This is an optimization exercise on Yosys and OpenROAD, whose aim is small area, a short achievable clock period and few clock cycles per item, not a production implementation.
RTL that was checked went through simulation tests only; none was proved equivalent to the original.
Power and IR drop assume default switching activity.

Design mdu_alu, start of the top module:
module mdu_alu #(
    parameter int XLEN    = 32,
    parameter int SHAMT_W = $clog2(XLEN)
) (
    input  logic            clk,
    input  logic            rst,
    input  logic            in_valid,
    output logic            in_ready,
    input  logic [4:0]      in_op,
    input  logic [XLEN-1:0] in_a,
    input  logic [XLEN-1:0] in_b,
    input  logic            kill,
    output logic            out_valid,
    input  logic            out_ready,
    output logic [XLEN-1:0] out_result,
    output logic            out_illegal
);
==> flow/config.mk <==
export PLATFORM = sky130hd
export DESIGN_NAME = mdu_alu
export DESIGN_NICKNAME = mdu_alu
export VERILOG_FILES = /design/flow/design.v
export SDC_FILE = /design/flow/constraint.sdc
export NUM_CORES = 4
export LEC_CHECK = 0
export ABC_AREA = 1
export CAP_MARGIN = 20
export CORE_MARGIN = 2
export CORE_UTILIZATION = 40
export SETUP_SLACK_MARGIN = 5
export SLEW_MARGIN = 20
==> flow/constraint.sdc <==
create_clock -name core_clock -period 11.0 [get_ports {clk}]
set_input_delay 2.2000 -clock core_clock [delete_from_list [all_inputs] [get_ports {clk}]]
set_output_delay 2.2000 -clock core_clock [all_outputs]
set_load 0.01 [all_outputs]
standard.sh (not shown) runs the stock make flow with config.mk's settings and CLKGATE_MAP_FILE= SYNTH_SCRIPT=/design/flow/synth_recipe.tcl, a recipe that flattens the netlist after the stock synthesis.
==> flow/flow/run.sh <==
#!/bin/bash
set -euo pipefail
MARGIN=6.0
sed -e "s/SETUP_SLACK_MARGIN=[0-9.]*/SETUP_SLACK_MARGIN=$MARGIN/" \
    -e "s/\"\${@:-finish}\"/MATCH_CELL_FOOTPRINT=0 'BUFFER_PORTS_ARGS=-buffer_cell sky130_fd_sc_hd__buf_4' \"\${@:-finish}\"/" \
    standard.sh > standard_tuned.sh
grep -q "SETUP_SLACK_MARGIN=$MARGIN" standard_tuned.sh
grep -q "MATCH_CELL_FOOTPRINT=0" standard_tuned.sh
bash standard_tuned.sh finish > standard_tuned.log 2>&1
==> next run, changes <==
--- a/flow/design.v
+++ b/flow/design.v
@@ -68,23 +68,22 @@
     logic [32:0] x_q;        
     logic [32:0] y_q;        
     logic [63:0] accs_q;     
     logic [63:0] accc_q;     
     logic [11:0] dig_q;      
     logic [4:0]  cnt_q;
     logic [5:0]  la_q, lb_q;  
     logic        av_q;       
     logic        ahi_q;      
     logic        aill_q;
     logic        ov_q;       
-    logic        afull_q;    
     logic [31:0] out_q;
     logic        oill_q;
     logic [1:0]  cls_in;
     logic        mul_sa, mul_sb, div_s, nega, negb, swap, inv_in;
     logic [32:0] ea, eb, x_in, y_in;
     logic [2:0]  na, nb;
     logic [11:0] dig_in;
     logic [31:0] oca, ocb;
     logic [5:0]  la_in, lb_in;
     always_comb begin
         if (in_op[4] == 1'b0)   cls_in = (in_op[3:1] == 3'b111) ? C_ILL : C_ALU;
@@ -237,62 +236,49 @@
         accs_lo_n = rem_late ? (rem2[31:0] ^ {32{rneg_q}}) : acc_lo_early;
         dneg = (cls_q == C_DIV) && done && (drem_q ? rneg_q : (qneg_q && !dfirst_q));
         if (cls_q == C_MUL) accc_lo_n = mul_c[31:0];
         else                accc_lo_n = {31'd0, dneg};
     end
     logic        b_free;
     logic [63:0] acc_sum;
     assign acc_sum  = accs_q + accc_q;
     assign b_free   = !ov_q || out_ready;
     assign out_free = !av_q || b_free;
     logic rdy_now, rdy_if_taken;
-    assign rdy_now      = !v_q || (done && !afull_q);
+    assign rdy_now      = !v_q || (done && (!av_q || !ov_q));
     assign rdy_if_taken = done;
     assign in_ready     = !kill && (rdy_now || (rdy_if_taken && out_ready));
     assign accept   = in_valid && in_ready;
-    logic v_d, av_d, ov_d;
-    always_comb begin
-        v_d  = v_q;
-        av_d = av_q;
-        ov_d = ov_q;
-        if (kill) begin
-            v_d  = 1'b0;
-            av_d = 1'b0;
-            ov_d = 1'b0;
-        end else begin
-            if (accept)                       v_d = 1'b1;
-            else if (v_q && done && out_free) v_d = 1'b0;
-            if (v_q && done && out_free)      av_d = 1'b1;
-            else if (b_free)                  av_d = 1'b0;
-            if (av_q && b_free)               ov_d = 1'b1;
-            else if (out_ready)               ov_d = 1'b0;
-        end
-    end
     always_ff @(posedge clk or posedge rst) begin
         if (rst) begin
-            v_q     <= 1'b0;
-            av_q    <= 1'b0;
-            ov_q    <= 1'b0;
-            afull_q <= 1'b0;
+            v_q  <= 1'b0;
+            av_q <= 1'b0;
+            ov_q <= 1'b0;
+        end else if (kill) begin
+            v_q  <= 1'b0;
+            av_q <= 1'b0;
+            ov_q <= 1'b0;
         end else begin
-            v_q     <= v_d;
-            av_q    <= av_d;
-            ov_q    <= ov_d;
-            afull_q <= av_d && ov_d;
+            if (accept)                       v_q <= 1'b1;
+            else if (v_q && done && out_free) v_q <= 1'b0;
+            if (v_q && done && out_free)      av_q <= 1'b1;
+            else if (b_free)                  av_q <= 1'b0;
+            if (av_q && b_free)               ov_q <= 1'b1;
+            else if (out_ready)               ov_q <= 1'b0;
         end
     end
     always_ff @(posedge clk) begin
         if (accept) begin
             first_q <= 1'b1;
             one_q   <= (cls_in == C_ALU) || (cls_in == C_ILL);
-            last_q  <= (cls_in == C_MUL) && (na == 3'd0 || nb == 3'd0);
+            last_q  <= (cls_in == C_MUL) && ((swap ? nb : na) == 3'd0);
             dfirst_q <= (cls_in == C_DIV);
             lb0_q   <= (in_b == '0);
             cls_q   <= cls_in;
             aop_q   <= in_op[3:0];
             hi_q    <= (in_op[1:0] != 2'd0);
             drem_q  <= in_op[1];
             qneg_q  <= div_s && (in_a[31] ^ in_b[31]);
             rneg_q  <= div_s && in_a[31];
             x_q     <= x_in;
             swap_q  <= swap;
             y_q     <= y_in;
Outcome:
- count of clock-buffer cells in the layout is lower by 3
- synthesized cell count stays flat
- clock power is lower by about 6%
- total power is lower by 13%
- final cell count is lower by 1.4%
- cell area is lower by 1.1%
- worst hold slack hardly moves
- synthesized area is lower by 1.0%
- die area is lower by 1.0%
Testbench counts after the change, summed over its fixed seeds: cycles 29,752, items 16,000.
For the first run of this note, only the layout was checked, not whether the RTL still works.

* * *

Another version of the RTL of mdu_alu (not shown whole).
Size in the first run: about 280 flip-flops, about 110 I/O pins, about 41000 um^2 of cells after synthesis.
==> flow/config.mk <==
export PLATFORM = sky130hd
export DESIGN_NAME = mdu_alu
export DESIGN_NICKNAME = mdu_alu
export VERILOG_FILES = /design/flow/design.v
export SDC_FILE = /design/flow/constraint.sdc
export NUM_CORES = 4
export LEC_CHECK = 0
export CAP_MARGIN = 20
export CORE_MARGIN = 2
export CORE_UTILIZATION = 40
export SLEW_MARGIN = 20
==> flow/constraint.sdc <==
create_clock -name core_clock -period 11.0 [get_ports {clk}]
set_input_delay 2.2000 -clock core_clock [delete_from_list [all_inputs] [get_ports {clk}]]
set_output_delay 2.2000 -clock core_clock [all_outputs]
set_load 0.01 [all_outputs]
run.sh (not shown) runs the stock make flow with config.mk's settings and CLKGATE_MAP_FILE= SYNTH_SCRIPT=/design/flow/synth_recipe.tcl, a recipe that flattens the netlist after the stock synthesis.
Stock flow here: none of the scripts above is used.
Rerun with:
--- a/flow/design.v
+++ b/flow/design.v
@@ -61,21 +61,24 @@
     logic        rneg_q;
     logic        inv_q;      
     logic [32:0] x_q;        
     logic [32:0] y_q;        
     logic [63:0] accs_q;     
     logic [63:0] accc_q;     
     logic [11:0] dig_q;      
     logic [4:0]  cnt_q;
     logic [5:0]  la_q, lb_q;  
-    logic        ov_q;
+    logic        av_q;       
     logic [31:0] orx_q, ory_q;
     logic        orc_q;
+    logic        aill_q;
+    logic        ov_q;       
+    logic [31:0] out_q;
     logic        oill_q;
     logic [1:0]  cls_in;
     logic        mul_sa, mul_sb, div_s, nega, negb, swap, inv_in;
     logic [32:0] ea, eb, x_in, y_in;
     logic [2:0]  na, nb;
     logic [11:0] dig_in;
     logic [31:0] oca, ocb;
     logic [5:0]  la_in, lb_in;
     always_comb begin
@@ -245,32 +248,38 @@
                 resc = hi_q && mul_cy;
             end
             default: begin
                 done = first_q ? triv : (cnt_q == 5'd0);
                 resx = dres ^ {32{dneg}};
                 resc = dneg;
             end
         endcase
     end
-    assign out_free = !ov_q || out_ready;
+    logic b_free;
+    assign b_free   = !ov_q || out_ready;
+    assign out_free = !av_q || b_free;
     assign in_ready = !kill && (!v_q || (done && out_free));
     assign accept   = in_valid && in_ready;
     always_ff @(posedge clk or posedge rst) begin
         if (rst) begin
             v_q  <= 1'b0;
+            av_q <= 1'b0;
             ov_q <= 1'b0;
         end else if (kill) begin
             v_q  <= 1'b0;
+            av_q <= 1'b0;
             ov_q <= 1'b0;
         end else begin
             if (accept)                       v_q <= 1'b1;
             else if (v_q && done && out_free) v_q <= 1'b0;
-            if (v_q && done && out_free)      ov_q <= 1'b1;
+            if (v_q && done && out_free)      av_q <= 1'b1;
+            else if (b_free)                  av_q <= 1'b0;
+            if (av_q && b_free)               ov_q <= 1'b1;
             else if (out_ready)               ov_q <= 1'b0;
         end
     end
     always_ff @(posedge clk) begin
         if (accept) begin
             first_q <= 1'b1;
             cls_q   <= cls_in;
             aop_q   <= in_op[3:0];
             hi_q    <= (in_op[1:0] != 2'd0);
@@ -300,16 +309,20 @@
                 y_q    <= {2'b11, y_q[32:2]};
                 accs_q <= {32'd0, quo_n};
                 cnt_q  <= cnt_q - 5'd1;
             end
         end
         if (v_q && done && out_free) begin
             orx_q  <= resx;
             ory_q  <= resy;
             orc_q  <= resc;
-            oill_q <= res_ill;
+            aill_q <= res_ill;
+        end
+        if (av_q && b_free) begin
+            out_q  <= orx_q + ory_q + 32'(orc_q);
+            oill_q <= aill_q;
         end
     end
     assign out_valid   = ov_q;
-    assign out_result  = orx_q + ory_q + 32'(orc_q);
+    assign out_result  = out_q;
     assign out_illegal = oill_q;
 endmodule
=> The new run passed the timing, design-rule and antenna checks; final area rises by a few percent; worst setup slack gains 0.75 ns; wire length went up by a little under a tenth; synthesized area rose by a few percent; die area came out higher by a few percent; non-clock buffer count rose by 4; total power came out higher slightly; clock power came out higher by about a fifth.
No run of this note included a check of the RTL's function; only the layout flow was run.

* * *

lane 1:
The RTL this note starts from:
==> flow/design.v <==
module mdu_alu #(
    parameter int XLEN    = 32,
    parameter int SHAMT_W = $clog2(XLEN)
) (
    input  logic            clk,
    input  logic            rst,
    input  logic            in_valid,
    output logic            in_ready,
    input  logic [4:0]      in_op,
    input  logic [XLEN-1:0] in_a,
    input  logic [XLEN-1:0] in_b,
    input  logic            kill,
    output logic            out_valid,
    input  logic            out_ready,
    output logic [XLEN-1:0] out_result,
    output logic            out_illegal
);
    localparam logic [1:0] C_ALU = 2'd0;
    localparam logic [1:0] C_MUL = 2'd1;
    localparam logic [1:0] C_DIV = 2'd2;
    localparam logic [1:0] C_ILL = 2'd3;
    function automatic logic [5:0] len32(input logic [31:0] v);
        len32 = '0;
        for (int i = 0; i < 32; i++) if (v[i]) len32 = 6'(i + 1);
    endfunction
    function automatic logic lowones(input logic [31:0] v);
        lowones = 1'b1;
        for (int i = 0; i < 31; i++) if (v[i + 1] && !v[i]) lowones = 1'b0;
    endfunction
    function automatic logic [2:0] nchunk(input logic [32:0] v);
        if (&v[32:7] || ~|v[32:7])        nchunk = 3'd0;
        else if (&v[32:15] || ~|v[32:15]) nchunk = 3'd1;
        else if (&v[32:23] || ~|v[32:23]) nchunk = 3'd2;
        else if (&v[32:31] || ~|v[32:31]) nchunk = 3'd3;
        else                              nchunk = 3'd4;
    endfunction
    function automatic logic [11:0] booth(input logic [32:0] v, input logic [2:0] c);
        logic [40:0] ve;
        logic [8:0]  ch;
        logic [2:0]  g;
        ve = {{7{v[32]}}, v, 1'b0};
        ch = ve[8*c +: 9];
        for (int j = 0; j < 4; j++) begin
            g = ch[2*j +: 3];
            booth[3*j]     = g[0] ^ g[1];
            booth[3*j + 1] = (g == 3'b011) || (g == 3'b100);
            booth[3*j + 2] = g[2] && !(g[1] && g[0]);
        end
    endfunction
    function automatic logic [127:0] csa(input logic [63:0] a, input logic [63:0] b,
                                         input logic [63:0] c);
        csa = {a ^ b ^ c, ((a & b) | (a & c) | (b & c)) << 1};
    endfunction
    logic        v_q;        
    logic        first_q;    
    logic        one_q;      
    logic        last_q;     
    logic        dfirst_q;   
    logic        lb0_q;      
    logic [1:0]  cls_q;
    logic [3:0]  aop_q;
    logic        hi_q;       
    logic        drem_q;     
    logic        qneg_q;
    logic        rneg_q;
    logic        inv_q;      
    logic [32:0] x_q;        
    logic [32:0] y_q;        
    logic [63:0] accs_q;     
    logic [63:0] accc_q;     
    logic [11:0] dig_q;      
    logic [4:0]  cnt_q;
    logic [5:0]  la_q, lb_q;  
    logic        av_q;       
    logic        ahi_q;      
    logic        aill_q;
    logic        ov_q;       
    logic [31:0] out_q;
    logic        oill_q;
    logic [1:0]  cls_in;
    logic        mul_sa, mul_sb, div_s, nega, negb, swap, inv_in;
    logic [32:0] ea, eb, x_in, y_in;
    logic [2:0]  na, nb;
    logic [11:0] dig_in;
    logic [31:0] oca, ocb;
    logic [5:0]  la_in, lb_in;
    always_comb begin
        if (in_op[4] == 1'b0)   cls_in = (in_op[3:1] == 3'b111) ? C_ILL : C_ALU;
        else if (in_op[3])      cls_in = C_ILL;
        else                    cls_in = in_op[2] ? C_DIV : C_MUL;
        mul_sa = (in_op[1:0] != 2'd3);
        mul_sb = (in_op[1:0] == 2'd0) || (in_op[1:0] == 2'd1);
        div_s  = !in_op[0];
        nega   = (cls_in == C_DIV) && div_s && in_a[31];
        negb   = (cls_in == C_DIV) && div_s && in_b[31];
        ea     = {(cls_in == C_MUL) && mul_sa && in_a[31], nega ? -in_a : in_a};
        eb     = {(cls_in == C_MUL) && mul_sb && in_b[31], negb ? -in_b : in_b};
        na     = nchunk({mul_sa && in_a[31], in_a});
        nb     = nchunk({mul_sb && in_b[31], in_b});
        swap   = (cls_in == C_MUL) && (nb < na);
        dig_in = swap ? booth({mul_sb && in_b[31], in_b}, nb)
                      : booth({mul_sa && in_a[31], in_a}, na);
        x_in   = swap ? eb : ea;
        y_in   = swap ? ea : eb;
        inv_in = (cls_in == C_DIV) ||
                 ((cls_in == C_ALU) && (in_op[3:0] == 4'd1 || in_op[3:0] == 4'd3 ||
                                        in_op[3:0] == 4'd4 || in_op[3:0] == 4'd10 ||
                                        in_op[3:0] == 4'd11 || in_op[3:0] == 4'd12 ||
                                        in_op[3:0] == 4'd13));
        if (inv_in) y_in = ~y_in;
        oca    = (div_s && in_a[31]) ? ~in_a : in_a;
        ocb    = (div_s && in_b[31]) ? ~in_b : in_b;
        la_in  = len32(oca) + 6'(div_s && in_a[31] && lowones(oca));
        lb_in  = len32(ocb) + 6'(div_s && in_b[31] && lowones(ocb));
    end
    logic [33:0] sum1;
    assign sum1 = {1'b0, x_q} + {1'b0, y_q} + 34'(inv_q);
    logic        sh_left, sh_fill;
    logic [32:0] sh_in, sh_rin, sh_rout, sh_out;
    logic [4:0]  sh_amt;
    logic [6:0]  dlen;
    assign dlen = {1'b0, la_q} - {1'b0, lb_q};
    always_comb begin
        if (cls_q == C_DIV) begin
            sh_left = 1'b1;
            sh_fill = 1'b1;
            sh_in   = y_q;
            sh_amt  = dlen[4:0] | 5'd1;
        end else begin
            sh_left = (aop_q == 4'd2);
            sh_in   = {(aop_q == 4'd7) & x_q[31], x_q[31:0]};
            sh_fill = sh_left ? 1'b0 : sh_in[32];
            sh_amt  = y_q[4:0];
        end
        for (int i = 0; i < 33; i++) sh_rin[i] = sh_left ? sh_in[32 - i] : sh_in[i];
        sh_rout = 33'($signed({sh_fill, sh_rin}) >>> sh_amt);
        for (int i = 0; i < 33; i++) sh_out[i] = sh_left ? sh_rout[32 - i] : sh_rout[i];
    end
    logic [31:0] alu_res;
    logic        ltu, lts, eq;
    always_comb begin
        ltu = !sum1[33];
        lts = (x_q[31] == y_q[31]) ? x_q[31] : ltu;
        eq  = &(x_q[31:0] ^ y_q[31:0]);
        case (aop_q)
            4'd0, 4'd1:       alu_res = sum1[31:0];
            4'd2, 4'd6, 4'd7: alu_res = sh_out[31:0];
            4'd3:             alu_res = {31'd0, lts};
            4'd4:             alu_res = {31'd0, ltu};
            4'd5:             alu_res = x_q[31:0] ^ y_q[31:0];
            4'd8:             alu_res = x_q[31:0] | y_q[31:0];
            4'd9:             alu_res = x_q[31:0] & y_q[31:0];
            4'd10:            alu_res = {31'd0, eq};
            4'd11:            alu_res = {31'd0, !eq};
            4'd12:            alu_res = {31'd0, !lts};
            default:          alu_res = {31'd0, !ltu};
        endcase
    end
    logic [63:0] mul_s, mul_c;
    logic [11:0] dig_nx;
    always_comb begin
        logic [33:0]  w;
        logic [63:0]  pp [4];
        logic [63:0]  sa, ca;
        logic [6:0]   nbits;
        logic [127:0] t0, t1, t2, t3, t4;
        nbits = '0;
        for (int j = 0; j < 4; j++) begin
            w = '0;
            if (dig_q[3*j])     w = {y_q[32], y_q};
            if (dig_q[3*j + 1]) w = {y_q, 1'b0};
            w     = w ^ {34{dig_q[3*j + 2]}};
            pp[j] = 64'({~w[33], w[32:0]}) << (2 * j);
            nbits[2*j] = dig_q[3*j + 2];
        end
        sa = first_q ? 64'(nbits) : ((accs_q << 8) | 64'(nbits));
        ca = first_q ? 64'd0 : (accc_q << 8);
        t0 = csa(sa, ca, -(64'd85 << 33));
        t1 = csa(pp[0], pp[1], pp[2]);
        t2 = csa(pp[3], t0[127:64], t0[63:0]);
        t3 = csa(t1[127:64], t1[63:0], t2[127:64]);
        t4 = csa(t3[127:64], t3[63:0], t2[63:0]);
        mul_s  = t4[127:64];
        mul_c  = t4[63:0];
        dig_nx = booth(x_q, cnt_q[2:0] - 3'd1);
    end
    logic        f1, f2;
    logic [32:0] rem2;
    logic [33:0] subb;
    logic [34:0] subc, cs_s, cs_c;
    always_comb begin
        logic [34:0] p, q, r;
        f1   = sum1[33];
        subb = {1'b0, x_q} + {2'b01, y_q[32:1]} + 34'd1;
        p    = {2'b00, x_q};
        q    = {2'b00, y_q};
        r    = {2'b00, 1'b1, y_q[32:1]};
        cs_s = p ^ q ^ r;
        cs_c = {((p & q) | (p & r) | (q & r)), 1'b1};
        subc = cs_s + cs_c + 35'd1;
        f2   = f1 ? subc[34] : subb[33];
        if (f1) rem2 = f2 ? subc[32:0] : sum1[32:0];
        else    rem2 = f2 ? subb[32:0] : x_q;
    end
    logic        done;
    logic [31:0] resx, resy, dres;
    logic        res_ill, dneg;
    logic        out_free, accept;
    logic [31:0] quo_n;
    logic        triv;
    always_comb begin
        quo_n   = {accs_q[29:0], f1, f2};
        triv    = lb0_q || (la_q < lb_q);
        done    = one_q || last_q || (dfirst_q && triv);
        resx    = alu_res;
        resy    = '0;
        res_ill = 1'b0;
        dres    = '0;
        dneg    = 1'b0;
        if (first_q) begin
            if (drem_q) begin
                dres = x_q[31:0];
                dneg = rneg_q;
            end else begin
                dres = lb0_q ? '1 : '0;
            end
        end else begin
            if (drem_q) begin
                dres = rem2[31:0];
                dneg = rneg_q;
            end else begin
                dres = quo_n;
                dneg = qneg_q;
            end
        end
        case (cls_q)
            C_ALU: ;
            C_ILL: begin
                resx    = '0;
                res_ill = 1'b1;
            end
            C_MUL: begin
                resx = mul_s[31:0];
                resy = mul_c[31:0];
            end
            default: begin
                resx = dres ^ {32{dneg}};
                resy = {31'd0, dneg};
            end
        endcase
    end
    logic        b_free;
    logic [63:0] acc_sum;
    assign acc_sum  = accs_q + accc_q;
    assign b_free   = !ov_q || out_ready;
    assign out_free = !av_q || b_free;
    assign in_ready = !kill && (!v_q || (done && out_free));
    assign accept   = in_valid && in_ready;
    always_ff @(posedge clk or posedge rst) begin
        if (rst) begin
            v_q  <= 1'b0;
            av_q <= 1'b0;
            ov_q <= 1'b0;
        end else if (kill) begin
            v_q  <= 1'b0;
            av_q <= 1'b0;
            ov_q <= 1'b0;
        end else begin
            if (accept)                       v_q <= 1'b1;
            else if (v_q && done && out_free) v_q <= 1'b0;
            if (v_q && done && out_free)      av_q <= 1'b1;
            else if (b_free)                  av_q <= 1'b0;
            if (av_q && b_free)               ov_q <= 1'b1;
            else if (out_ready)               ov_q <= 1'b0;
        end
    end
    always_ff @(posedge clk) begin
        if (accept) begin
            first_q <= 1'b1;
            one_q   <= (cls_in == C_ALU) || (cls_in == C_ILL);
            last_q  <= (cls_in == C_MUL) && ((swap ? nb : na) == 3'd0);
            dfirst_q <= (cls_in == C_DIV);
            lb0_q   <= (in_b == '0);
            cls_q   <= cls_in;
            aop_q   <= in_op[3:0];
            hi_q    <= (in_op[1:0] != 2'd0);
            drem_q  <= in_op[1];
            qneg_q  <= div_s && (in_a[31] ^ in_b[31]);
            rneg_q  <= div_s && in_a[31];
            x_q     <= x_in;
            y_q     <= y_in;
            cnt_q   <= {2'd0, swap ? nb : na};
            inv_q   <= inv_in;
            dig_q   <= dig_in;
            la_q    <= la_in;
            lb_q    <= lb_in;
        end else if (v_q && !done && out_free) begin
            first_q  <= 1'b0;
            dfirst_q <= 1'b0;
            if (cls_q == C_MUL) begin
                last_q <= (cnt_q[2:0] == 3'd1);
                accs_q <= mul_s;
                accc_q <= mul_c;
                dig_q  <= dig_nx;
                cnt_q  <= cnt_q - 5'd1;
            end else if (first_q) begin
                y_q    <= sh_out;
                cnt_q  <= dlen[5:1];
                last_q <= (dlen[5:1] == 5'd0);
                accs_q <= '0;
            end else begin
                x_q    <= rem2;
                y_q    <= {2'b11, y_q[32:2]};
                accs_q <= {32'd0, quo_n};
                cnt_q  <= cnt_q - 5'd1;
                last_q <= (cnt_q == 5'd1);
            end
        end
        if (v_q && done && out_free) begin
            accs_q <= {mul_s[63:32], resx};
            accc_q <= {mul_c[63:32], resy};
            ahi_q  <= (cls_q == C_MUL) && hi_q;
            aill_q <= res_ill;
        end
        if (av_q && b_free) begin
            out_q  <= ahi_q ? acc_sum[63:32] : acc_sum[31:0];
            oill_q <= aill_q;
        end
    end
    assign out_valid   = ov_q;
    assign out_result  = out_q;
    assign out_illegal = oill_q;
endmodule
make LEC_CHECK=0 CAP_MARGIN=20 CORE_MARGIN=2 CORE_UTILIZATION=40 SETUP_SLACK_MARGIN=5 SLEW_MARGIN=20 finish   # period 11.0 ns
Testbench counts of lane 1, summed over its fixed seeds: cycles 29,752, items 16,000.
Input-level comparison between lane 2 and lane 1:
--- a/flow/design.v
+++ b/flow/design.v
@@ -53,10 +53,6 @@
     endfunction
     logic        v_q;        
     logic        first_q;    
-    logic        one_q;      
-    logic        last_q;     
-    logic        dfirst_q;   
-    logic        lb0_q;      
     logic [1:0]  cls_q;
     logic [3:0]  aop_q;
     logic        hi_q;       
@@ -210,8 +206,8 @@
     logic        triv;
     always_comb begin
         quo_n   = {accs_q[29:0], f1, f2};
-        triv    = lb0_q || (la_q < lb_q);
-        done    = one_q || last_q || (dfirst_q && triv);
+        triv    = (lb_q == 6'd0) || dlen[6];
+        done    = 1'b1;
         resx    = alu_res;
         resy    = '0;
         res_ill = 1'b0;
@@ -222,7 +218,7 @@
                 dres = x_q[31:0];
                 dneg = rneg_q;
             end else begin
-                dres = lb0_q ? '1 : '0;
+                dres = (lb_q == 6'd0) ? '1 : '0;
             end
         end else begin
             if (drem_q) begin
@@ -240,10 +236,12 @@
                 res_ill = 1'b1;
             end
             C_MUL: begin
+                done = (cnt_q[2:0] == 3'd0);
                 resx = mul_s[31:0];
                 resy = mul_c[31:0];
             end
             default: begin
+                done = first_q ? triv : (cnt_q == 5'd0);
                 resx = dres ^ {32{dneg}};
                 resy = {31'd0, dneg};
             end
@@ -277,10 +275,6 @@
     always_ff @(posedge clk) begin
         if (accept) begin
             first_q <= 1'b1;
-            one_q   <= (cls_in == C_ALU) || (cls_in == C_ILL);
-            last_q  <= (cls_in == C_MUL) && ((swap ? nb : na) == 3'd0);
-            dfirst_q <= (cls_in == C_DIV);
-            lb0_q   <= (in_b == '0);
             cls_q   <= cls_in;
             aop_q   <= in_op[3:0];
             hi_q    <= (in_op[1:0] != 2'd0);
@@ -295,10 +289,8 @@
             la_q    <= la_in;
             lb_q    <= lb_in;
         end else if (v_q && !done && out_free) begin
-            first_q  <= 1'b0;
-            dfirst_q <= 1'b0;
+            first_q <= 1'b0;
             if (cls_q == C_MUL) begin
-                last_q <= (cnt_q[2:0] == 3'd1);
                 accs_q <= mul_s;
                 accc_q <= mul_c;
                 dig_q  <= dig_nx;
@@ -306,14 +298,12 @@
             end else if (first_q) begin
                 y_q    <= sh_out;
                 cnt_q  <= dlen[5:1];
-                last_q <= (dlen[5:1] == 5'd0);
                 accs_q <= '0;
             end else begin
                 x_q    <= rem2;
                 y_q    <= {2'b11, y_q[32:2]};
                 accs_q <= {32'd0, quo_n};
                 cnt_q  <= cnt_q - 5'd1;
-                last_q <= (cnt_q == 5'd1);
             end
         end
         if (v_q && done && out_free) begin
### Flow results
Lane 2 finished every step from synthesis to the final layout, and the layout passed the timing, design-rule and antenna checks.
Any difference in share of flip-flops with an asynchronous set or reset between lane 1 and lane 2 is small enough to ignore.
Of lane 2 and lane 1, the higher cell area after layout belongs to lane 1.
Taking lane 1 as the reference, in lane 2 switching fraction of total power has increased, width of the die fell by 1.1 um, number of antenna violations at the first check in global routing rose 4, setup slack climbed 0.0063 ns.
Per the comparison of lane 2 with lane 1, fraction of synthesized cell area in xor and xnor cells shrank by 0.21 points, total power went up.
For lane 2, only the layout was checked, not whether the RTL still works.

==> re-timing with driven ports <==
Ports are ideal in the flow. The routed layouts listed here were re-timed in OpenROAD. Step 1, drivers: a clkbuf_16 drives clk and a buf_2 each remaining input, both assumed. Step 2 moves the port delays by t, midway between the first and last clock arrival at a register: inputs arrive t later, outputs are due t later. That takes back most of the time a late clock gives input paths. Three values: ideal ports, drivers, drivers and shift; two values: the first two.
| run | t (ns) | setup WS [ns] | worst setup path at the end | worst register clock-pin slew, ns | worst slew at a driven data input, ns |
|---|---|---|---|---|---|
| the first run of note 1 | 0.692 | 6.013 / 5.953 / 5.452 | input to register | 0.07 / 0.07 | 0.08 |
| the second run of note 1 | 0.655 | 5.857 / 5.830 / 5.522 | input to register | 0.07 / 0.07 | 0.07 |
| the first run of note 2 | 0.626 | 3.252 / 3.185 / 3.045 | input to register | 0.07 / 0.07 | 0.07 |
| the second run of note 2 | 0.670 | 4.006 / 3.949 / 3.385 | input to register | 0.09 / 0.09 | 0.08 |
| lane 1 | 0.678 | 5.033 / 5.057 / 4.408 | input to register | 0.08 / 0.08 | 0.05 |
| lane 2 | 0.634 | 5.039 / 5.039 / 4.603 | input to register | 0.07 / 0.07 | 0.06 |
After both steps setup and hold are still met in every run listed. For lane 1, which loses most, drivers alone change the setup slack by +0.024 ns; drivers and shift together by -0.625 ns.
